Background: an optimization exercise with open tools, aiming at small area and a short achievable clock period. Do not read the settings as production practice. No functional check of the RTL was part of any run shown here. Power is estimated from default activity; no workload was simulated.

==> flow/design.v, too long to show whole: its modules and the start of the top module <==
// module pp_init_stage: 41 lines
// module am_fa: 11 lines
// module csa_row_stage: 1482 lines
// module cpa_stage: 510 lines
// module am_mult_top: 49 lines
module am_mult_top
(
  input  logic                      clk,
  input  logic                      arst_n,
  input  logic [am_pkg::OP_W-1:0]   a,
  input  logic [am_pkg::OP_W-1:0]   b,
  output logic [am_pkg::PROD_W-1:0] product
);
  // ...
==> flow/flow/run.sh <==
#!/bin/bash
# The standard layout, with two changes to how ORFS builds it:
#  - ports are buffered with buf_2 (buffer_ports otherwise picks a slow
#    delay cell, which sits on every output path);
#  - repair_timing aims for 6.3 ns of setup slack at the design's period,
#    so that it sizes the critical paths (the SDC is not changed).
set -euo pipefail
echo 'export BUFFER_PORTS_ARGS = -buffer_cell sky130_fd_sc_hd__buf_2' >> config.mk
echo 'export SETUP_SLACK_MARGIN = 6.3' >> config.mk
bash standard.sh > standard.log 2>&1
==> flow/standard.sh <==
#!/bin/bash
# synth_recipe.tcl (not shown) runs the flow's synth.tcl, then flattens the netlist and writes it again
# the make line also repeats each setting of config.mk as NAME=value (left out here)
make -C /OpenROAD-flow-scripts/flow DESIGN_CONFIG=/design/flow/config.mk WORK_HOME=/design/flow/orfs CLKGATE_MAP_FILE= SYNTH_SCRIPT=/design/flow/synth_recipe.tcl "${@:-finish}"
==> flow/config.mk <==
export PLATFORM = sky130hd
export DESIGN_NAME = am_mult_top
export DESIGN_NICKNAME = am_mult_top
export VERILOG_FILES = /design/flow/design.v
export SDC_FILE = /design/flow/constraint.sdc
export NUM_CORES = 4
export LEC_CHECK = 0
export CAP_MARGIN = 50
export CORE_MARGIN = 2
export CORE_UTILIZATION = 65
export SLEW_MARGIN = 70
export SYNTH_HIERARCHICAL = 1
export SYNTH_MINIMUM_KEEP_SIZE = 0
export BUFFER_PORTS_ARGS = -buffer_cell sky130_fd_sc_hd__buf_2
export SETUP_SLACK_MARGIN = 6.3
==> flow/constraint.sdc <==
create_clock -name core_clock -period 9.5 [get_ports {clk}]
set_input_delay 1.9000 -clock core_clock [delete_from_list [all_inputs] [get_ports {clk}]]
set_output_delay 1.9000 -clock core_clock [all_outputs]
set_load 0.01 [all_outputs]
==> results by group, run 1 <==
Status
  – Result of the run: finished clean

Route
  – Drt first-iter violations: 1302
  – Length of routed met3 wiring: 6190 µm

Global route
  – Global Route Usage Sum: 0.312
  – Number of antenna violations at the first check in global routing: 0
  – Met2 capacity usage during global routing: 0.483

Final layout
  – Area used by sequential logic in the layout: 8180 µm²
  – Most common cell after layout, fill and taps aside: sky130_fd_sc_hd__dfxtp_1
  – Clock-cell share: 0.0526
  – Ratio of cells with drive above 1 in the final layout: 0.169
  – Non-clock buffers: 173

Synth
  – Leading post-synthesis cells by cell area: sky130_fd_sc_hd__dfxtp_1 (30%), sky130_fd_sc_hd__fa_1 (25%), sky130_fd_sc_hd__xnor2_1 (12%)
  – Cell types with the highest counts after synthesis: sky130_fd_sc_hd__dfxtp_1 (341), sky130_fd_sc_hd__xnor2_1 (318), sky130_fd_sc_hd__fa_1 (287)
  – Cell with the most instances after synthesis: sky130_fd_sc_hd__dfxtp_1
  – Avg Synthesized Cell Area: 12.6 µm²
  – Most frequently used flop master after synthesis: sky130_fd_sc_hd__dfxtp_1

Setup path
  – Critical path origin: tree_i.cs_q[8]
  – Worst setup slack for register-to-register paths: 5840 ps
  – Critical path type: reg -> reg
  – Largest stage delay, worst path: 500 ps

Power and ir drop
  – Seq group: 2320 µW
  – Top Consumer: combinational logic
  – Net switching fraction of the power: 0.400

Timing
  – Max Transition Viols Final: 0
  – Final critical path time including I/O delays and setup: 3660 ps
  – Share of the clock period used by the worst path: 0.386

Min path
  – Source of the worst hold timing path: ops_i.a_r[53]

Clock tree
  – Number of sinks on the clock net: 394

Flow run
  – MaxCap Viol Count: 0
==> module cpa_stage, before the edit <==
module cpa_stage
(
  input  logic                      clk,
  input  logic                      arst_n,
  input  logic                      valid,
  input  logic [am_pkg::CUT_W-1:0]  cs,
  output logic [am_pkg::PROD_W-1:0] product
);
  logic [am_pkg::PROD_W-1:0] x;
  logic [am_pkg::PROD_W-1:0] y;
  logic uh1;
  logic ug2;
  logic us3;
  logic uc4;
  logic us5;
  logic uc6;
  logic us7;
  logic uc8;
  logic us9;
  logic uc10;
  logic us11;
  logic uc12;
  logic us13;
  logic uc14;
  logic us15;
  logic uc16;
  logic us17;
  logic uc18;
  logic us19;
  logic uc20;
  logic us21;
  logic uc22;
  logic us23;
  logic uc24;
  logic us25;
  logic uc26;
  logic us27;
  logic uc28;
  logic us29;
  logic uc30;
  logic us31;
  logic uc32;
  logic us33;
  logic uc34;
  logic us35;
  logic uc36;
  logic us37;
  logic uc38;
  logic us39;
  logic uc40;
  logic us41;
  logic uc42;
  logic us43;
  logic uc44;
  logic us45;
  logic uc46;
  logic us47;
  logic uc48;
  logic us49;
  logic uc50;
  logic us51;
  logic uc52;
  logic us53;
  logic uc54;
  logic us55;
  logic uc56;
  logic us57;
  logic uc58;
  logic us59;
  logic uc60;
  logic us61;
  logic uc62;
  logic us63;
  logic uc64;
  logic us65;
  logic uc66;
  logic us67;
  logic uc68;
  logic us69;
  logic uc70;
  logic us71;
  logic uc72;
  logic us73;
  logic uc74;
  logic us75;
  logic uc76;
  logic us77;
  logic uc78;
  logic us79;
  logic uc80;
  logic us81;
  logic uc82;
  logic us83;
  logic uc84;
  logic us85;
  logic uc86;
  logic us87;
  logic uc88;
  logic [am_pkg::PROD_W-1:0] p, g, cy, sum;
  logic pg89;
  logic pp90;
  logic pg91;
  logic pp92;
  logic pg93;
  logic pp94;
  logic pg95;
  logic pp96;
  logic pg97;
  logic pp98;
  logic pg99;
  logic pp100;
  logic pg101;
  logic pp102;
  logic pg103;
  logic pp104;
  logic pg105;
  logic pp106;
  logic pg107;
  logic pp108;
  logic pg109;
  logic pp110;
  logic pg111;
  logic pp112;
  logic pg113;
  logic pp114;
  logic pg115;
  logic pp116;
  logic pg117;
  logic pp118;
  logic pg119;
  logic pp120;
  logic pg121;
  logic pp122;
  logic pg123;
  logic pp124;
  logic pg125;
  logic pp126;
  logic pg127;
  logic pp128;
  logic pg129;
  logic pp130;
  logic pg131;
  logic pp132;
  logic pg133;
  logic pp134;
  logic pg135;
  logic pp136;
  logic pg137;
  logic pp138;
  logic pg139;
  logic pp140;
  logic pg141;
  logic pp142;
  logic pg143;
  logic pp144;
  logic pg145;
  logic pp146;
  logic pg147;
  logic pp148;
  logic pg149;
  logic pp150;
  logic pg151;
  logic pp152;
  logic pg153;
  logic pp154;
  logic pg155;
  logic pp156;
  logic pg157;
  logic pp158;
  logic pg159;
  logic pp160;
  logic pg161;
  logic pp162;
  logic pg163;
  logic pp164;
  logic pg165;
  logic pp166;
  logic pg167;
  logic pp168;
  logic pg169;
  logic pp170;
  logic pg171;
  logic pp172;
  logic pg173;
  logic pp174;
  logic pg175;
  logic pp176;
  logic pg177;
  logic pp178;
  logic pg179;
  logic pp180;
  logic pg181;
  logic pp182;
  logic pg183;
  logic pp184;
  logic pg185;
  logic pp186;
  logic pg187;
  logic pp188;
  logic pg189;
  logic pp190;
  logic pg191;
  logic pp192;
  logic pg193;
  logic pp194;
  logic pg195;
  logic pp196;
  logic pg197;
  logic pp198;
  logic pg199;
  logic pp200;
  logic pg201;
  logic pp202;
  logic pg203;
  logic pp204;
  logic pg205;
  logic pp206;
  logic pg207;
  logic pp208;
  logic pg209;
  logic pp210;
  logic pg211;
  logic pp212;
  logic pg213;
  logic pp214;
  logic pg215;
  logic pp216;
  logic pg217;
  logic pp218;
  logic pg219;
  logic pp220;
  logic pg221;
  logic pp222;
  logic pg223;
  logic pp224;
  logic pg225;
  logic pp226;
  logic pg227;
  logic pp228;
  logic pg229;
  logic pp230;
  logic pg231;
  logic pp232;
  logic pg233;
  logic pp234;
  logic pg235;
  logic pp236;
  logic pg237;
  logic pp238;
  logic pg239;
  logic pp240;
  logic pg241;
  logic pp242;
  logic pg243;
  logic pp244;
  logic pg245;
  logic pp246;
  logic pg247;
  logic pp248;
  logic pg249;
  logic pp250;
  logic pg251;
  logic pp252;
  logic pg253;
  logic pp254;
  logic pg255;
  logic pp256;
  logic pg257;
  logic pp258;
  logic pg259;
  logic pp260;
  logic pg261;
  logic pp262;
  logic pg263;
  logic pp264;
  assign uh1 = cs[4] ^ cs[5];
  assign ug2 = cs[4] & cs[5];
  am_fa fa_us3 (.x(cs[7]), .y(cs[8]), .z(cs[9]), .s(us3), .c(uc4));
  am_fa fa_us5 (.x(cs[10]), .y(cs[11]), .z(cs[12]), .s(us5), .c(uc6));
  am_fa fa_us7 (.x(cs[13]), .y(cs[14]), .z(cs[15]), .s(us7), .c(uc8));
  am_fa fa_us9 (.x(cs[16]), .y(cs[17]), .z(cs[18]), .s(us9), .c(uc10));
  am_fa fa_us11 (.x(cs[19]), .y(cs[20]), .z(cs[21]), .s(us11), .c(uc12));
  am_fa fa_us13 (.x(cs[22]), .y(cs[23]), .z(cs[24]), .s(us13), .c(uc14));
  am_fa fa_us15 (.x(cs[25]), .y(cs[26]), .z(cs[27]), .s(us15), .c(uc16));
  am_fa fa_us17 (.x(cs[28]), .y(cs[29]), .z(cs[30]), .s(us17), .c(uc18));
  am_fa fa_us19 (.x(cs[31]), .y(cs[32]), .z(cs[33]), .s(us19), .c(uc20));
  am_fa fa_us21 (.x(cs[34]), .y(cs[35]), .z(cs[36]), .s(us21), .c(uc22));
  am_fa fa_us23 (.x(cs[37]), .y(cs[38]), .z(cs[39]), .s(us23), .c(uc24));
  am_fa fa_us25 (.x(cs[40]), .y(cs[41]), .z(cs[42]), .s(us25), .c(uc26));
  am_fa fa_us27 (.x(cs[43]), .y(cs[44]), .z(cs[45]), .s(us27), .c(uc28));
  am_fa fa_us29 (.x(cs[46]), .y(cs[47]), .z(cs[48]), .s(us29), .c(uc30));
  am_fa fa_us31 (.x(cs[49]), .y(cs[50]), .z(cs[51]), .s(us31), .c(uc32));
  am_fa fa_us33 (.x(cs[52]), .y(cs[53]), .z(cs[54]), .s(us33), .c(uc34));
  am_fa fa_us35 (.x(cs[55]), .y(cs[56]), .z(cs[57]), .s(us35), .c(uc36));
  am_fa fa_us37 (.x(cs[58]), .y(cs[59]), .z(cs[60]), .s(us37), .c(uc38));
  am_fa fa_us39 (.x(cs[61]), .y(cs[62]), .z(cs[63]), .s(us39), .c(uc40));
  am_fa fa_us41 (.x(cs[64]), .y(cs[65]), .z(cs[66]), .s(us41), .c(uc42));
  am_fa fa_us43 (.x(cs[67]), .y(cs[68]), .z(cs[69]), .s(us43), .c(uc44));
  am_fa fa_us45 (.x(cs[70]), .y(cs[71]), .z(cs[72]), .s(us45), .c(uc46));
  am_fa fa_us47 (.x(cs[73]), .y(cs[74]), .z(cs[75]), .s(us47), .c(uc48));
  am_fa fa_us49 (.x(cs[76]), .y(cs[77]), .z(cs[78]), .s(us49), .c(uc50));
  am_fa fa_us51 (.x(cs[79]), .y(cs[80]), .z(cs[81]), .s(us51), .c(uc52));
  am_fa fa_us53 (.x(cs[82]), .y(cs[83]), .z(cs[84]), .s(us53), .c(uc54));
  am_fa fa_us55 (.x(cs[85]), .y(cs[86]), .z(cs[87]), .s(us55), .c(uc56));
  am_fa fa_us57 (.x(cs[88]), .y(cs[89]), .z(cs[90]), .s(us57), .c(uc58));
  am_fa fa_us59 (.x(cs[91]), .y(cs[92]), .z(cs[93]), .s(us59), .c(uc60));
  am_fa fa_us61 (.x(cs[94]), .y(cs[95]), .z(cs[96]), .s(us61), .c(uc62));
  am_fa fa_us63 (.x(cs[97]), .y(cs[98]), .z(cs[99]), .s(us63), .c(uc64));
  am_fa fa_us65 (.x(cs[100]), .y(cs[101]), .z(cs[102]), .s(us65), .c(uc66));
  am_fa fa_us67 (.x(cs[103]), .y(cs[104]), .z(cs[105]), .s(us67), .c(uc68));
  am_fa fa_us69 (.x(cs[106]), .y(cs[107]), .z(cs[108]), .s(us69), .c(uc70));
  am_fa fa_us71 (.x(cs[109]), .y(cs[110]), .z(cs[111]), .s(us71), .c(uc72));
  am_fa fa_us73 (.x(cs[112]), .y(cs[113]), .z(cs[114]), .s(us73), .c(uc74));
  am_fa fa_us75 (.x(cs[115]), .y(cs[116]), .z(cs[117]), .s(us75), .c(uc76));
  am_fa fa_us77 (.x(cs[118]), .y(cs[119]), .z(cs[120]), .s(us77), .c(uc78));
  am_fa fa_us79 (.x(cs[121]), .y(cs[122]), .z(cs[123]), .s(us79), .c(uc80));
  am_fa fa_us81 (.x(cs[124]), .y(cs[125]), .z(cs[126]), .s(us81), .c(uc82));
  am_fa fa_us83 (.x(cs[127]), .y(cs[128]), .z(cs[129]), .s(us83), .c(uc84));
  am_fa fa_us85 (.x(cs[130]), .y(cs[131]), .z(cs[132]), .s(us85), .c(uc86));
  am_fa fa_us87 (.x(cs[133]), .y(cs[134]), .z(cs[135]), .s(us87), .c(uc88));
  assign x = {cs[136], uc86, uc84, uc82, uc80, uc78, uc76, uc74, uc72, uc70, uc68, uc66, uc64, uc62, uc60, uc58, uc56, uc54, uc52, uc50, uc48, uc46, uc44, uc42, uc40, uc38, uc36, uc34, uc32, uc30, uc28, uc26, uc24, uc22, uc20, uc18, uc16, uc14, uc12, uc10, uc8, uc6, uc4, ug2, cs[6], cs[3], cs[2], cs[0]};
  assign y = {uc88, us87, us85, us83, us81, us79, us77, us75, us73, us71, us69, us67, us65, us63, us61, us59, us57, us55, us53, us51, us49, us47, us45, us43, us41, us39, us37, us35, us33, us31, us29, us27, us25, us23, us21, us19, us17, us15, us13, us11, us9, us7, us5, us3, uh1, 1'b0, 1'b0, cs[1]};
  assign p = x ^ y;
  assign g = x & y;
  assign pg89 = g[1] | (p[1] & g[0]);
  assign pp90 = p[1] & p[0];
  assign pg91 = g[3] | (p[3] & g[2]);
  assign pp92 = p[3] & p[2];
  assign pg93 = g[5] | (p[5] & g[4]);
  assign pp94 = p[5] & p[4];
  assign pg95 = g[7] | (p[7] & g[6]);
  assign pp96 = p[7] & p[6];
  assign pg97 = g[9] | (p[9] & g[8]);
  assign pp98 = p[9] & p[8];
  assign pg99 = g[11] | (p[11] & g[10]);
  assign pp100 = p[11] & p[10];
  assign pg101 = g[13] | (p[13] & g[12]);
  assign pp102 = p[13] & p[12];
  assign pg103 = g[15] | (p[15] & g[14]);
  assign pp104 = p[15] & p[14];
  assign pg105 = g[17] | (p[17] & g[16]);
  assign pp106 = p[17] & p[16];
  assign pg107 = g[19] | (p[19] & g[18]);
  assign pp108 = p[19] & p[18];
  assign pg109 = g[21] | (p[21] & g[20]);
  assign pp110 = p[21] & p[20];
  assign pg111 = g[23] | (p[23] & g[22]);
  assign pp112 = p[23] & p[22];
  assign pg113 = g[25] | (p[25] & g[24]);
  assign pp114 = p[25] & p[24];
  assign pg115 = g[27] | (p[27] & g[26]);
  assign pp116 = p[27] & p[26];
  assign pg117 = g[29] | (p[29] & g[28]);
  assign pp118 = p[29] & p[28];
  assign pg119 = g[31] | (p[31] & g[30]);
  assign pp120 = p[31] & p[30];
  assign pg121 = g[33] | (p[33] & g[32]);
  assign pp122 = p[33] & p[32];
  assign pg123 = g[35] | (p[35] & g[34]);
  assign pp124 = p[35] & p[34];
  assign pg125 = g[37] | (p[37] & g[36]);
  assign pp126 = p[37] & p[36];
  assign pg127 = g[39] | (p[39] & g[38]);
  assign pp128 = p[39] & p[38];
  assign pg129 = g[41] | (p[41] & g[40]);
  assign pp130 = p[41] & p[40];
  assign pg131 = g[43] | (p[43] & g[42]);
  assign pp132 = p[43] & p[42];
  assign pg133 = g[45] | (p[45] & g[44]);
  assign pp134 = p[45] & p[44];
  assign pg135 = g[47] | (p[47] & g[46]);
  assign pp136 = p[47] & p[46];
  assign pg137 = pg91 | (pp92 & pg89);
  assign pp138 = pp92 & pp90;
  assign pg139 = pg95 | (pp96 & pg93);
  assign pp140 = pp96 & pp94;
  assign pg141 = pg99 | (pp100 & pg97);
  assign pp142 = pp100 & pp98;
  assign pg143 = pg103 | (pp104 & pg101);
  assign pp144 = pp104 & pp102;
  assign pg145 = pg107 | (pp108 & pg105);
  assign pp146 = pp108 & pp106;
  assign pg147 = pg111 | (pp112 & pg109);
  assign pp148 = pp112 & pp110;
  assign pg149 = pg115 | (pp116 & pg113);
  assign pp150 = pp116 & pp114;
  assign pg151 = pg119 | (pp120 & pg117);
  assign pp152 = pp120 & pp118;
  assign pg153 = pg123 | (pp124 & pg121);
  assign pp154 = pp124 & pp122;
  assign pg155 = pg127 | (pp128 & pg125);
  assign pp156 = pp128 & pp126;
  assign pg157 = pg131 | (pp132 & pg129);
  assign pp158 = pp132 & pp130;
  assign pg159 = pg135 | (pp136 & pg133);
  assign pp160 = pp136 & pp134;
  assign pg161 = pg139 | (pp140 & pg137);
  assign pp162 = pp140 & pp138;
  assign pg163 = pg143 | (pp144 & pg141);
  assign pp164 = pp144 & pp142;
  assign pg165 = pg147 | (pp148 & pg145);
  assign pp166 = pp148 & pp146;
  assign pg167 = pg151 | (pp152 & pg149);
  assign pp168 = pp152 & pp150;
  assign pg169 = pg155 | (pp156 & pg153);
  assign pp170 = pp156 & pp154;
  assign pg171 = pg159 | (pp160 & pg157);
  assign pp172 = pp160 & pp158;
  assign pg173 = pg163 | (pp164 & pg161);
  assign pp174 = pp164 & pp162;
  assign pg175 = pg167 | (pp168 & pg165);
  assign pp176 = pp168 & pp166;
  assign pg177 = pg171 | (pp172 & pg169);
  assign pp178 = pp172 & pp170;
  assign pg179 = pg175 | (pp176 & pg173);
  assign pp180 = pp176 & pp174;
  assign pg181 = pg177 | (pp178 & pg179);
  assign pp182 = pp178 & pp180;
  assign pg183 = pg165 | (pp166 & pg173);
  assign pp184 = pp166 & pp174;
  assign pg185 = pg169 | (pp170 & pg179);
  assign pp186 = pp170 & pp180;
  assign pg187 = pg141 | (pp142 & pg161);
  assign pp188 = pp142 & pp162;
  assign pg189 = pg145 | (pp146 & pg173);
  assign pp190 = pp146 & pp174;
  assign pg191 = pg149 | (pp150 & pg183);
  assign pp192 = pp150 & pp184;
  assign pg193 = pg153 | (pp154 & pg179);
  assign pp194 = pp154 & pp180;
  assign pg195 = pg157 | (pp158 & pg185);
  assign pp196 = pp158 & pp186;
  assign pg197 = pg93 | (pp94 & pg137);
  assign pp198 = pp94 & pp138;
  assign pg199 = pg97 | (pp98 & pg161);
  assign pp200 = pp98 & pp162;
  assign pg201 = pg101 | (pp102 & pg187);
  assign pp202 = pp102 & pp188;
  assign pg203 = pg105 | (pp106 & pg173);
  assign pp204 = pp106 & pp174;
  assign pg205 = pg109 | (pp110 & pg189);
  assign pp206 = pp110 & pp190;
  assign pg207 = pg113 | (pp114 & pg183);
  assign pp208 = pp114 & pp184;
  assign pg209 = pg117 | (pp118 & pg191);
  assign pp210 = pp118 & pp192;
  assign pg211 = pg121 | (pp122 & pg179);
  assign pp212 = pp122 & pp180;
  assign pg213 = pg125 | (pp126 & pg193);
  assign pp214 = pp126 & pp194;
  assign pg215 = pg129 | (pp130 & pg185);
  assign pp216 = pp130 & pp186;
  assign pg217 = pg133 | (pp134 & pg195);
  assign pp218 = pp134 & pp196;
  assign pg219 = g[2] | (p[2] & pg89);
  assign pp220 = p[2] & pp90;
  assign pg221 = g[4] | (p[4] & pg137);
  assign pp222 = p[4] & pp138;
  assign pg223 = g[6] | (p[6] & pg197);
  assign pp224 = p[6] & pp198;
  assign pg225 = g[8] | (p[8] & pg161);
  assign pp226 = p[8] & pp162;
  assign pg227 = g[10] | (p[10] & pg199);
  assign pp228 = p[10] & pp200;
  assign pg229 = g[12] | (p[12] & pg187);
  assign pp230 = p[12] & pp188;
  assign pg231 = g[14] | (p[14] & pg201);
  assign pp232 = p[14] & pp202;
  assign pg233 = g[16] | (p[16] & pg173);
  assign pp234 = p[16] & pp174;
  assign pg235 = g[18] | (p[18] & pg203);
  assign pp236 = p[18] & pp204;
  assign pg237 = g[20] | (p[20] & pg189);
  assign pp238 = p[20] & pp190;
  assign pg239 = g[22] | (p[22] & pg205);
  assign pp240 = p[22] & pp206;
  assign pg241 = g[24] | (p[24] & pg183);
  assign pp242 = p[24] & pp184;
  assign pg243 = g[26] | (p[26] & pg207);
  assign pp244 = p[26] & pp208;
  assign pg245 = g[28] | (p[28] & pg191);
  assign pp246 = p[28] & pp192;
  assign pg247 = g[30] | (p[30] & pg209);
  assign pp248 = p[30] & pp210;
  assign pg249 = g[32] | (p[32] & pg179);
  assign pp250 = p[32] & pp180;
  assign pg251 = g[34] | (p[34] & pg211);
  assign pp252 = p[34] & pp212;
  assign pg253 = g[36] | (p[36] & pg193);
  assign pp254 = p[36] & pp194;
  assign pg255 = g[38] | (p[38] & pg213);
  assign pp256 = p[38] & pp214;
  assign pg257 = g[40] | (p[40] & pg185);
  assign pp258 = p[40] & pp186;
  assign pg259 = g[42] | (p[42] & pg215);
  assign pp260 = p[42] & pp216;
  assign pg261 = g[44] | (p[44] & pg195);
  assign pp262 = p[44] & pp196;
  assign pg263 = g[46] | (p[46] & pg217);
  assign pp264 = p[46] & pp218;
  assign cy = {pg181, pg263, pg217, pg261, pg195, pg259, pg215, pg257, pg185, pg255, pg213, pg253, pg193, pg251, pg211, pg249, pg179, pg247, pg209, pg245, pg191, pg243, pg207, pg241, pg183, pg239, pg205, pg237, pg189, pg235, pg203, pg233, pg173, pg231, pg201, pg229, pg187, pg227, pg199, pg225, pg161, pg223, pg197, pg221, pg137, pg219, pg89, g[0]};
  assign sum = p ^ {cy[am_pkg::PROD_W-2:0], 1'b0};
  always_ff @(posedge clk or negedge arst_n) begin
    if (!arst_n) begin
      product <= '0;
    end else begin
      product <= valid ? sum : '0;
    end
  end
endmodule
==> inputs of run 2 (changes only) <==
--- a/flow/design.v
+++ b/flow/design.v
@@ -1636,183 +1636,6 @@
   logic uc86;
   logic us87;
   logic uc88;
-  logic [am_pkg::PROD_W-1:0] p, g, cy, sum;
-  logic pg89;
-  logic pp90;
-  logic pg91;
-  logic pp92;
-  logic pg93;
-  logic pp94;
-  logic pg95;
-  logic pp96;
-  logic pg97;
-  logic pp98;
-  logic pg99;
-  logic pp100;
-  logic pg101;
-  logic pp102;
-  logic pg103;
-  logic pp104;
-  logic pg105;
-  logic pp106;
-  logic pg107;
-  logic pp108;
-  logic pg109;
-  logic pp110;
-  logic pg111;
-  logic pp112;
-  logic pg113;
-  logic pp114;
-  logic pg115;
-  logic pp116;
-  logic pg117;
-  logic pp118;
-  logic pg119;
-  logic pp120;
-  logic pg121;
-  logic pp122;
-  logic pg123;
-  logic pp124;
-  logic pg125;
-  logic pp126;
-  logic pg127;
-  logic pp128;
-  logic pg129;
-  logic pp130;
-  logic pg131;
-  logic pp132;
-  logic pg133;
-  logic pp134;
-  logic pg135;
-  logic pp136;
-  logic pg137;
-  logic pp138;
-  logic pg139;
-  logic pp140;
-  logic pg141;
-  logic pp142;
-  logic pg143;
-  logic pp144;
-  logic pg145;
-  logic pp146;
-  logic pg147;
-  logic pp148;
-  logic pg149;
-  logic pp150;
-  logic pg151;
-  logic pp152;
-  logic pg153;
-  logic pp154;
-  logic pg155;
-  logic pp156;
-  logic pg157;
-  logic pp158;
-  logic pg159;
-  logic pp160;
-  logic pg161;
-  logic pp162;
-  logic pg163;
-  logic pp164;
-  logic pg165;
-  logic pp166;
-  logic pg167;
-  logic pp168;
-  logic pg169;
-  logic pp170;
-  logic pg171;
-  logic pp172;
-  logic pg173;
-  logic pp174;
-  logic pg175;
-  logic pp176;
-  logic pg177;
-  logic pp178;
-  logic pg179;
-  logic pp180;
-  logic pg181;
-  logic pp182;
-  logic pg183;
-  logic pp184;
-  logic pg185;
-  logic pp186;
-  logic pg187;
-  logic pp188;
-  logic pg189;
-  logic pp190;
-  logic pg191;
-  logic pp192;
-  logic pg193;
-  logic pp194;
-  logic pg195;
-  logic pp196;
-  logic pg197;
-  logic pp198;
-  logic pg199;
-  logic pp200;
-  logic pg201;
-  logic pp202;
-  logic pg203;
-  logic pp204;
-  logic pg205;
-  logic pp206;
-  logic pg207;
-  logic pp208;
-  logic pg209;
-  logic pp210;
-  logic pg211;
-  logic pp212;
-  logic pg213;
-  logic pp214;
-  logic pg215;
-  logic pp216;
-  logic pg217;
-  logic pp218;
-  logic pg219;
-  logic pp220;
-  logic pg221;
-  logic pp222;
-  logic pg223;
-  logic pp224;
-  logic pg225;
-  logic pp226;
-  logic pg227;
-  logic pp228;
-  logic pg229;
-  logic pp230;
-  logic pg231;
-  logic pp232;
-  logic pg233;
-  logic pp234;
-  logic pg235;
-  logic pp236;
-  logic pg237;
-  logic pp238;
-  logic pg239;
-  logic pp240;
-  logic pg241;
-  logic pp242;
-  logic pg243;
-  logic pp244;
-  logic pg245;
-  logic pp246;
-  logic pg247;
-  logic pp248;
-  logic pg249;
-  logic pp250;
-  logic pg251;
-  logic pp252;
-  logic pg253;
-  logic pp254;
-  logic pg255;
-  logic pp256;
-  logic pg257;
-  logic pp258;
-  logic pg259;
-  logic pp260;
-  logic pg261;
-  logic pp262;
-  logic pg263;
-  logic pp264;
   assign uh1 = cs[4] ^ cs[5];
   assign ug2 = cs[4] & cs[5];
   am_fa fa_us3 (.x(cs[7]), .y(cs[8]), .z(cs[9]), .s(us3), .c(uc4));
@@ -1860,191 +1683,11 @@
   am_fa fa_us87 (.x(cs[133]), .y(cs[134]), .z(cs[135]), .s(us87), .c(uc88));
   assign x = {cs[136], uc86, uc84, uc82, uc80, uc78, uc76, uc74, uc72, uc70, uc68, uc66, uc64, uc62, uc60, uc58, uc56, uc54, uc52, uc50, uc48, uc46, uc44, uc42, uc40, uc38, uc36, uc34, uc32, uc30, uc28, uc26, uc24, uc22, uc20, uc18, uc16, uc14, uc12, uc10, uc8, uc6, uc4, ug2, cs[6], cs[3], cs[2], cs[0]};
   assign y = {uc88, us87, us85, us83, us81, us79, us77, us75, us73, us71, us69, us67, us65, us63, us61, us59, us57, us55, us53, us51, us49, us47, us45, us43, us41, us39, us37, us35, us33, us31, us29, us27, us25, us23, us21, us19, us17, us15, us13, us11, us9, us7, us5, us3, uh1, 1'b0, 1'b0, cs[1]};
-  assign p = x ^ y;
-  assign g = x & y;
-  assign pg89 = g[1] | (p[1] & g[0]);
-  assign pp90 = p[1] & p[0];
-  assign pg91 = g[3] | (p[3] & g[2]);
-  assign pp92 = p[3] & p[2];
-  assign pg93 = g[5] | (p[5] & g[4]);
-  assign pp94 = p[5] & p[4];
-  assign pg95 = g[7] | (p[7] & g[6]);
-  assign pp96 = p[7] & p[6];
-  assign pg97 = g[9] | (p[9] & g[8]);
-  assign pp98 = p[9] & p[8];
-  assign pg99 = g[11] | (p[11] & g[10]);
-  assign pp100 = p[11] & p[10];
-  assign pg101 = g[13] | (p[13] & g[12]);
-  assign pp102 = p[13] & p[12];
-  assign pg103 = g[15] | (p[15] & g[14]);
-  assign pp104 = p[15] & p[14];
-  assign pg105 = g[17] | (p[17] & g[16]);
-  assign pp106 = p[17] & p[16];
-  assign pg107 = g[19] | (p[19] & g[18]);
-  assign pp108 = p[19] & p[18];
-  assign pg109 = g[21] | (p[21] & g[20]);
-  assign pp110 = p[21] & p[20];
-  assign pg111 = g[23] | (p[23] & g[22]);
-  assign pp112 = p[23] & p[22];
-  assign pg113 = g[25] | (p[25] & g[24]);
-  assign pp114 = p[25] & p[24];
-  assign pg115 = g[27] | (p[27] & g[26]);
-  assign pp116 = p[27] & p[26];
-  assign pg117 = g[29] | (p[29] & g[28]);
-  assign pp118 = p[29] & p[28];
-  assign pg119 = g[31] | (p[31] & g[30]);
-  assign pp120 = p[31] & p[30];
-  assign pg121 = g[33] | (p[33] & g[32]);
-  assign pp122 = p[33] & p[32];
-  assign pg123 = g[35] | (p[35] & g[34]);
-  assign pp124 = p[35] & p[34];
-  assign pg125 = g[37] | (p[37] & g[36]);
-  assign pp126 = p[37] & p[36];
-  assign pg127 = g[39] | (p[39] & g[38]);
-  assign pp128 = p[39] & p[38];
-  assign pg129 = g[41] | (p[41] & g[40]);
-  assign pp130 = p[41] & p[40];
-  assign pg131 = g[43] | (p[43] & g[42]);
-  assign pp132 = p[43] & p[42];
-  assign pg133 = g[45] | (p[45] & g[44]);
-  assign pp134 = p[45] & p[44];
-  assign pg135 = g[47] | (p[47] & g[46]);
-  assign pp136 = p[47] & p[46];
-  assign pg137 = pg91 | (pp92 & pg89);
-  assign pp138 = pp92 & pp90;
-  assign pg139 = pg95 | (pp96 & pg93);
-  assign pp140 = pp96 & pp94;
-  assign pg141 = pg99 | (pp100 & pg97);
-  assign pp142 = pp100 & pp98;
-  assign pg143 = pg103 | (pp104 & pg101);
-  assign pp144 = pp104 & pp102;
-  assign pg145 = pg107 | (pp108 & pg105);
-  assign pp146 = pp108 & pp106;
-  assign pg147 = pg111 | (pp112 & pg109);
-  assign pp148 = pp112 & pp110;
-  assign pg149 = pg115 | (pp116 & pg113);
-  assign pp150 = pp116 & pp114;
-  assign pg151 = pg119 | (pp120 & pg117);
-  assign pp152 = pp120 & pp118;
-  assign pg153 = pg123 | (pp124 & pg121);
-  assign pp154 = pp124 & pp122;
-  assign pg155 = pg127 | (pp128 & pg125);
-  assign pp156 = pp128 & pp126;
-  assign pg157 = pg131 | (pp132 & pg129);
-  assign pp158 = pp132 & pp130;
-  assign pg159 = pg135 | (pp136 & pg133);
-  assign pp160 = pp136 & pp134;
-  assign pg161 = pg139 | (pp140 & pg137);
-  assign pp162 = pp140 & pp138;
-  assign pg163 = pg143 | (pp144 & pg141);
-  assign pp164 = pp144 & pp142;
-  assign pg165 = pg147 | (pp148 & pg145);
-  assign pp166 = pp148 & pp146;
-  assign pg167 = pg151 | (pp152 & pg149);
-  assign pp168 = pp152 & pp150;
-  assign pg169 = pg155 | (pp156 & pg153);
-  assign pp170 = pp156 & pp154;
-  assign pg171 = pg159 | (pp160 & pg157);
-  assign pp172 = pp160 & pp158;
-  assign pg173 = pg163 | (pp164 & pg161);
-  assign pp174 = pp164 & pp162;
-  assign pg175 = pg167 | (pp168 & pg165);
-  assign pp176 = pp168 & pp166;
-  assign pg177 = pg171 | (pp172 & pg169);
-  assign pp178 = pp172 & pp170;
-  assign pg179 = pg175 | (pp176 & pg173);
-  assign pp180 = pp176 & pp174;
-  assign pg181 = pg177 | (pp178 & pg179);
-  assign pp182 = pp178 & pp180;
-  assign pg183 = pg165 | (pp166 & pg173);
-  assign pp184 = pp166 & pp174;
-  assign pg185 = pg169 | (pp170 & pg179);
-  assign pp186 = pp170 & pp180;
-  assign pg187 = pg141 | (pp142 & pg161);
-  assign pp188 = pp142 & pp162;
-  assign pg189 = pg145 | (pp146 & pg173);
-  assign pp190 = pp146 & pp174;
-  assign pg191 = pg149 | (pp150 & pg183);
-  assign pp192 = pp150 & pp184;
-  assign pg193 = pg153 | (pp154 & pg179);
-  assign pp194 = pp154 & pp180;
-  assign pg195 = pg157 | (pp158 & pg185);
-  assign pp196 = pp158 & pp186;
-  assign pg197 = pg93 | (pp94 & pg137);
-  assign pp198 = pp94 & pp138;
-  assign pg199 = pg97 | (pp98 & pg161);
-  assign pp200 = pp98 & pp162;
-  assign pg201 = pg101 | (pp102 & pg187);
-  assign pp202 = pp102 & pp188;
-  assign pg203 = pg105 | (pp106 & pg173);
-  assign pp204 = pp106 & pp174;
-  assign pg205 = pg109 | (pp110 & pg189);
-  assign pp206 = pp110 & pp190;
-  assign pg207 = pg113 | (pp114 & pg183);
-  assign pp208 = pp114 & pp184;
-  assign pg209 = pg117 | (pp118 & pg191);
-  assign pp210 = pp118 & pp192;
-  assign pg211 = pg121 | (pp122 & pg179);
-  assign pp212 = pp122 & pp180;
-  assign pg213 = pg125 | (pp126 & pg193);
-  assign pp214 = pp126 & pp194;
-  assign pg215 = pg129 | (pp130 & pg185);
-  assign pp216 = pp130 & pp186;
-  assign pg217 = pg133 | (pp134 & pg195);
-  assign pp218 = pp134 & pp196;
-  assign pg219 = g[2] | (p[2] & pg89);
-  assign pp220 = p[2] & pp90;
-  assign pg221 = g[4] | (p[4] & pg137);
-  assign pp222 = p[4] & pp138;
-  assign pg223 = g[6] | (p[6] & pg197);
-  assign pp224 = p[6] & pp198;
-  assign pg225 = g[8] | (p[8] & pg161);
-  assign pp226 = p[8] & pp162;
-  assign pg227 = g[10] | (p[10] & pg199);
-  assign pp228 = p[10] & pp200;
-  assign pg229 = g[12] | (p[12] & pg187);
-  assign pp230 = p[12] & pp188;
-  assign pg231 = g[14] | (p[14] & pg201);
-  assign pp232 = p[14] & pp202;
-  assign pg233 = g[16] | (p[16] & pg173);
-  assign pp234 = p[16] & pp174;
-  assign pg235 = g[18] | (p[18] & pg203);
-  assign pp236 = p[18] & pp204;
-  assign pg237 = g[20] | (p[20] & pg189);
-  assign pp238 = p[20] & pp190;
-  assign pg239 = g[22] | (p[22] & pg205);
-  assign pp240 = p[22] & pp206;
-  assign pg241 = g[24] | (p[24] & pg183);
-  assign pp242 = p[24] & pp184;
-  assign pg243 = g[26] | (p[26] & pg207);
-  assign pp244 = p[26] & pp208;
-  assign pg245 = g[28] | (p[28] & pg191);
-  assign pp246 = p[28] & pp192;
-  assign pg247 = g[30] | (p[30] & pg209);
-  assign pp248 = p[30] & pp210;
-  assign pg249 = g[32] | (p[32] & pg179);
-  assign pp250 = p[32] & pp180;
-  assign pg251 = g[34] | (p[34] & pg211);
-  assign pp252 = p[34] & pp212;
-  assign pg253 = g[36] | (p[36] & pg193);
-  assign pp254 = p[36] & pp194;
-  assign pg255 = g[38] | (p[38] & pg213);
-  assign pp256 = p[38] & pp214;
-  assign pg257 = g[40] | (p[40] & pg185);
-  assign pp258 = p[40] & pp186;
-  assign pg259 = g[42] | (p[42] & pg215);
-  assign pp260 = p[42] & pp216;
-  assign pg261 = g[44] | (p[44] & pg195);
-  assign pp262 = p[44] & pp196;
-  assign pg263 = g[46] | (p[46] & pg217);
-  assign pp264 = p[46] & pp218;
-  assign cy = {pg181, pg263, pg217, pg261, pg195, pg259, pg215, pg257, pg185, pg255, pg213, pg253, pg193, pg251, pg211, pg249, pg179, pg247, pg209, pg245, pg191, pg243, pg207, pg241, pg183, pg239, pg205, pg237, pg189, pg235, pg203, pg233, pg173, pg231, pg201, pg229, pg187, pg227, pg199, pg225, pg161, pg223, pg197, pg221, pg137, pg219, pg89, g[0]};
-  assign sum = p ^ {cy[am_pkg::PROD_W-2:0], 1'b0};
   always_ff @(posedge clk or negedge arst_n) begin
     if (!arst_n) begin
       product <= '0;
     end else begin
-      product <= valid ? sum : '0;
+      product <= valid ? (x + y) : '0;
     end
   end
 endmodule
==> flow/flow/run.sh (replaced) <==
#!/bin/bash
# The standard layout (standard.sh), with one change to how ORFS builds
# it: the ports are buffered with buf_2. buffer_ports otherwise picks a slow
# delay cell (clkdlybuf4s50), which then sits on every output path.
set -euo pipefail
echo 'export BUFFER_PORTS_ARGS = -buffer_cell sky130_fd_sc_hd__buf_2' >> config.mk
bash standard.sh > standard.log 2>&1
==> flow/config.mk (replaced) <==
export PLATFORM = sky130hd
export DESIGN_NAME = am_mult_top
export DESIGN_NICKNAME = am_mult_top
export VERILOG_FILES = /design/flow/design.v
export SDC_FILE = /design/flow/constraint.sdc
export NUM_CORES = 4
export LEC_CHECK = 0
export CAP_MARGIN = 20
export CORE_MARGIN = 2
export CORE_UTILIZATION = 65
export CTS_CLUSTER_DIAMETER = 120
export CTS_CLUSTER_SIZE = 22
export SLEW_MARGIN = 20
export SYNTH_HIERARCHICAL = 1
export SYNTH_MINIMUM_KEEP_SIZE = 0
export BUFFER_PORTS_ARGS = -buffer_cell sky130_fd_sc_hd__buf_2
==> run 2 against run 1 <==
  * Still clean
  * Cell area fell by 4.0%
  * Synthesized cell count rose by 9.0%
  * Final cell count rose by 4.1%
  * Via count rose by 9.2%
  * Highest routed layer is now met5
==> results by group, run 2 <==
Die
  – Floorplan die height: 194 µm
  – Number of cell rows: 69
  – IO Count: 98
  – Total Die Area: 37800 µm²
  – Horizontal die dimension: 194 µm
  – Starting density of the core: 0.661
  – Area of the core: 35700 µm²

Setup path
  – Data arrival time of the critical path: 4200 ps
  – Startpoint type of the worst setup path: flop
  – Crit-path leading delay family: adder cells
  – Ordered cell list for the critical path: a22oi_1 > xnor2_1 > fa_1 > fa_1 > fa_1 > fa_1
  – Origin of the critical flop-to-flop path: ops_i.one_q[10]
  – Critical path peak fanout: 24
  – Largest stage delay, worst path: 1130 ps (+630 ps)
  – Type of element capturing the critical path: flop
  – Number of buffer and inverter stages on the critical path: 0
  – Critical path origin: ops_i.one_q[10]
  – Required time of the worst setup path: 9940 ps
  – Slowest library cell on the worst path: sky130_fd_sc_hd__dfxtp_1
  – Cell with the most instances on the worst path: sky130_fd_sc_hd__fa_1
  – Critical path type: reg -> reg

Synth
  – Post-synth top area share: 0.290
  – Mux share of post-synthesis cell area: 0.00340
  – Count of different cell masters after synthesis: 55
  – Number of flops mapped to enable cells by yosys: 0
  – Cell types with the highest counts after synthesis: sky130_fd_sc_hd__dfxtp_1 (341), sky130_fd_sc_hd__xnor2_1 (319), sky130_fd_sc_hd__fa_1 (265)
  – Synthesized-area fraction occupied by ao, oa, aoi and oai cells: 0.137
  – Largest area contributor in the synthesized netlist: sky130_fd_sc_hd__dfxtp_1
  – Cell with the most instances after synthesis: sky130_fd_sc_hd__dfxtp_1
  – Number of storage elements in the synthesis netlist: 394
  – Post-synthesis share of cell area spent on and, or, nand and nor gates: 0.0563
  – Cell area after synthesis: 23600 µm²
  – Most frequently used flop master after synthesis: sky130_fd_sc_hd__dfxtp_1
  – Syn Nets: 2363
  – Combinational family with the most area after synthesis: adder cells
  – Proportion of register bits with asynchronous set or reset after synthesis: 0.135
  – Xor/xnor share of the synthesized area: 0.128
  – Leading post-synthesis cells by cell area: sky130_fd_sc_hd__dfxtp_1 (29%), sky130_fd_sc_hd__fa_1 (23%), sky130_fd_sc_hd__xnor2_1 (12%)
  – Avg Synthesized Cell Area: 11.9 µm² (-5.8%)
  – Yosys warning count: 10
  – Cell count after synthesis: 1981
  – Portion of the post-synthesis area used by sequential elements: 0.346
  – Adder and majority cell fraction of the synthesized area: 0.261

Placement
  – Final HPWL from detailed placement: 38700 µm
  – Gp weighted congestion: 0.898
  – Post-placement cell count: 2418
  – Number of port buffers: 97

Min path
  – Source of the worst hold timing path: ops_i.b_r[14]
  – Path type of the worst min-delay path: reg -> reg

Flow run
  – MaxCap Viol Count: 0 (unchanged)

Final layout
  – Filler Cells Inserted: 2728
  – Core Util, Final: 0.676
  – Top register by number of flip-flops: tree_i.cs_q
  – Max FFs per register: 137
  – Ratio of cells with drive above 1 in the final layout: 0.107 (-0.0625)
  – Most common cell after layout, fill and taps aside: sky130_fd_sc_hd__dfxtp_1
  – Area Growth Syn to Fin: 2.32%
  – Most used cells in the layout excluding fill and tap cells: sky130_fd_sc_hd__dfxtp_1 (337), sky130_fd_sc_hd__xnor2_1 (319), sky130_fd_sc_hd__fa_1 (265)
  – Final nets: 2362
  – Top flop regs: tree_i.cs_q (137), ops_i.a_r (72), ops_i.b_r (72)
  – Non-filler cells, final: 2446

Global route
  – Total gr overflow: 0
  – Vias in the first global route: 16.3k
  – Number of antenna violations at the first check in global routing: 1 (+1)
  – Global Route Usage Sum: 0.320 (+0.00819)
  – Largest net degree at the start of global routing: 57
  – First-pass GRT wire length: 93000 µm

Power and ir drop
  – Reported leakage power: 0.00954 µW
  – Pint: 5210 µW
  – Gate power share: 0.659
  – Total chip power: 9600 µW
  – Net switching fraction of the power: 0.457 (+0.0571)
  – Sequential share of power: 0.244
  – Clock network fraction of design power: 0.097
  – PD cells: 398 nW/µm²
  – Power spent charging and discharging nets: 4390 µW
  – Worst IR Drop VDD: 0.208 mV

Status
  – Result of the run: finished clean

Route
  – Number of DRC violations after detailed routing: 0
  – Final ANT Viol Nets: 0
  – Via count: 15.6k
  – DR vias/cell: 6.37
  – Total wire length: 60100 µm
  – Average routed wire per standard cell: 24.6 µm
  – Drt first-iter violations: 2036 (+56%)
  – First-pass iteration count of the detailed router: 28

Clock tree
  – Number of buffers inserted during clock tree synthesis: 21
  – Root Driver: sky130_fd_sc_hd__clkbuf_16
  – Post-CTS clock slew at the launch and capture registers of the worst setup and hold paths: 100 ps
  – Post-cts sizing count: 0
  – Later-pin clock latency in the skew report: 560 ps
  – Buffers inserted during post-CTS setup optimization: 0
  – TritonCTS clock tree: yes
  – Number of sinks on the clock net: 394 (unchanged)
  – # hold bufs at CTS: 0
  – Worst-case clock buffer depth: 3
  – Max H-tree Level: 1

Timing
  – Worst Clk Skew: 30.3 ps
  – Max-slew headroom: 0.190
  – Slew @ Worst Pin: 1210 ps
  – Number of endpoints with negative hold slack in the final report: 0
  – Setup repair after global routing missed its margin: false
  – Max Transition Viols Final: 0 (unchanged)
  – Final critical path time including I/O delays and setup: 3750 ps (+91.5 ps)
  – Share of the clock period used by the worst path: 0.395 (+0.00964)
  – TNS Setup: 0 ps
  – Final number of setup-violating endpoints: 0
  – Max frequency: 0.266 GHz
[run 2: kinds of logic after synthesis]
| group | after synthesis |
|---|---|
| other | 1 |
| AOI/OAI and AO/OA | 441 |
| DFF | 394 |
| muxes | 8 |
| adders and majority gates | 332 |
| and+or+nand+nor | 254 |
| buffers and inverters | 207 |
| xor gates and xnor gates | 344 |
[run 2: metal layers]
metal / global-route usage / vias up / routed length, µm
met4: 0.114 / 2 / 2300
met3: 0.0977 / 205 / 7630
met2: 0.491 / 1099 / 25900
met1: 0.435 / 7598 / 24300
met5: 0 / - / 10
li1: - / 6677 / -
[run 2: worst paths after layout]
path                                endpoint  slack [ps]  depth (start not counted)
hold reg to reg                ops_i.b_r[38]         300                          0
setup / recovery             tree_i.cs_q[84]        5750                          6
min in group asynchronous   cpa_i.product[1]        1450                          2
hold / removal                 ops_i.b_r[38]         300                          0
setup reg to reg             tree_i.cs_q[84]        5750                          6
max in group asynchronous  cpa_i.product[24]        7630                          2
[run 2: area by class of cell]
| type | count | area [µm²] | share of cell area |
|---|---|---|---|
| multi-input cells | 1380 | 13800 | 0.573 |
| well taps | 461 | 577 | 0.0239 |
| clock buffers | 27 | 558 | 0.0231 |
| repair buffers | 150 | 883 | 0.0366 |
| diodes | 1 | 2.50 | 0.000104 |
| flip-flops and latches | 394 | 8160 | 0.338 |
| inverters | 33 | 124 | 0.00514 |
[run 2: per-module statistics from Yosys (local to each module, per instance)]
module         area [µm²]  copies in the design
csa_row_stage        9540                     1
am_mult_top           129                     1
cpa_stage            4190                     1
pp_init_stage        4400                     1
am_fa                20.0                   265
[run 2: worst register-to-register path: cells and delay by family (launching register included)]
family                     cells  cell delay [ps]
AOI/OAI and AO/OA              1              260
xor gates and xnor gates       1              220
adders and majority gates      4             2040
DFF                            1             1130
[run 2: through the flow]
step	instance area (µm²)	hold slack (ps)	worst slack, ps
6_report	24100	297	5750
5_1_grt	24100	312	5680
4_1_cts	24100	303	5850
3_5_place_dp	23500	312	5860
3_3_place_gp	23500	310	5690
2_1_floorplan	23600	310	6480
[run 2: power groups by stage]
| stage | combinational (µW) | sequential [µW] | clock, µW |
|---|---|---|---|
| 3_3_place_gp | 6120 | 2370 | 0 |
| 5_1_grt | 7050 | 2390 | 1010 |
| 6_report | 6320 | 2340 | 931 |
| 2_1_floorplan | 4540 | 2350 | 0 |
| 3_5_place_dp | 6220 | 2380 | 0 |
| 4_1_cts | 6250 | 2350 | 957 |

[static timing again, ports no longer ideal]
The results above use ideal ports. As a check the final layouts listed here were re-extracted and re-timed, cells and wires unchanged. Step 1: set_driving_cell puts a clkbuf_16 on clk and a buf_2 on each other input, an assumption about the parent block. Step 2 also shifts input and output timing later by t, the mid clock arrival at the registers, as if the neighbouring blocks saw the same clock. a / b / c = ideal / step 1 / step 2; a / b = the first two.
| run | t, ns | setup slack, ns | clock arrival spread, ns | slew at the worst register clock pin (ns) |
|---|---|---|---|---|
| run 1 | 0.617 | 5.837 / 5.837 / 5.837 | 0.025 / 0.025 | 0.07 / 0.07 |
| run 2 | 0.599 | 5.745 / 5.745 / 5.745 | 0.032 / 0.031 | 0.10 / 0.10 |
After both steps every run listed still meets setup and hold.
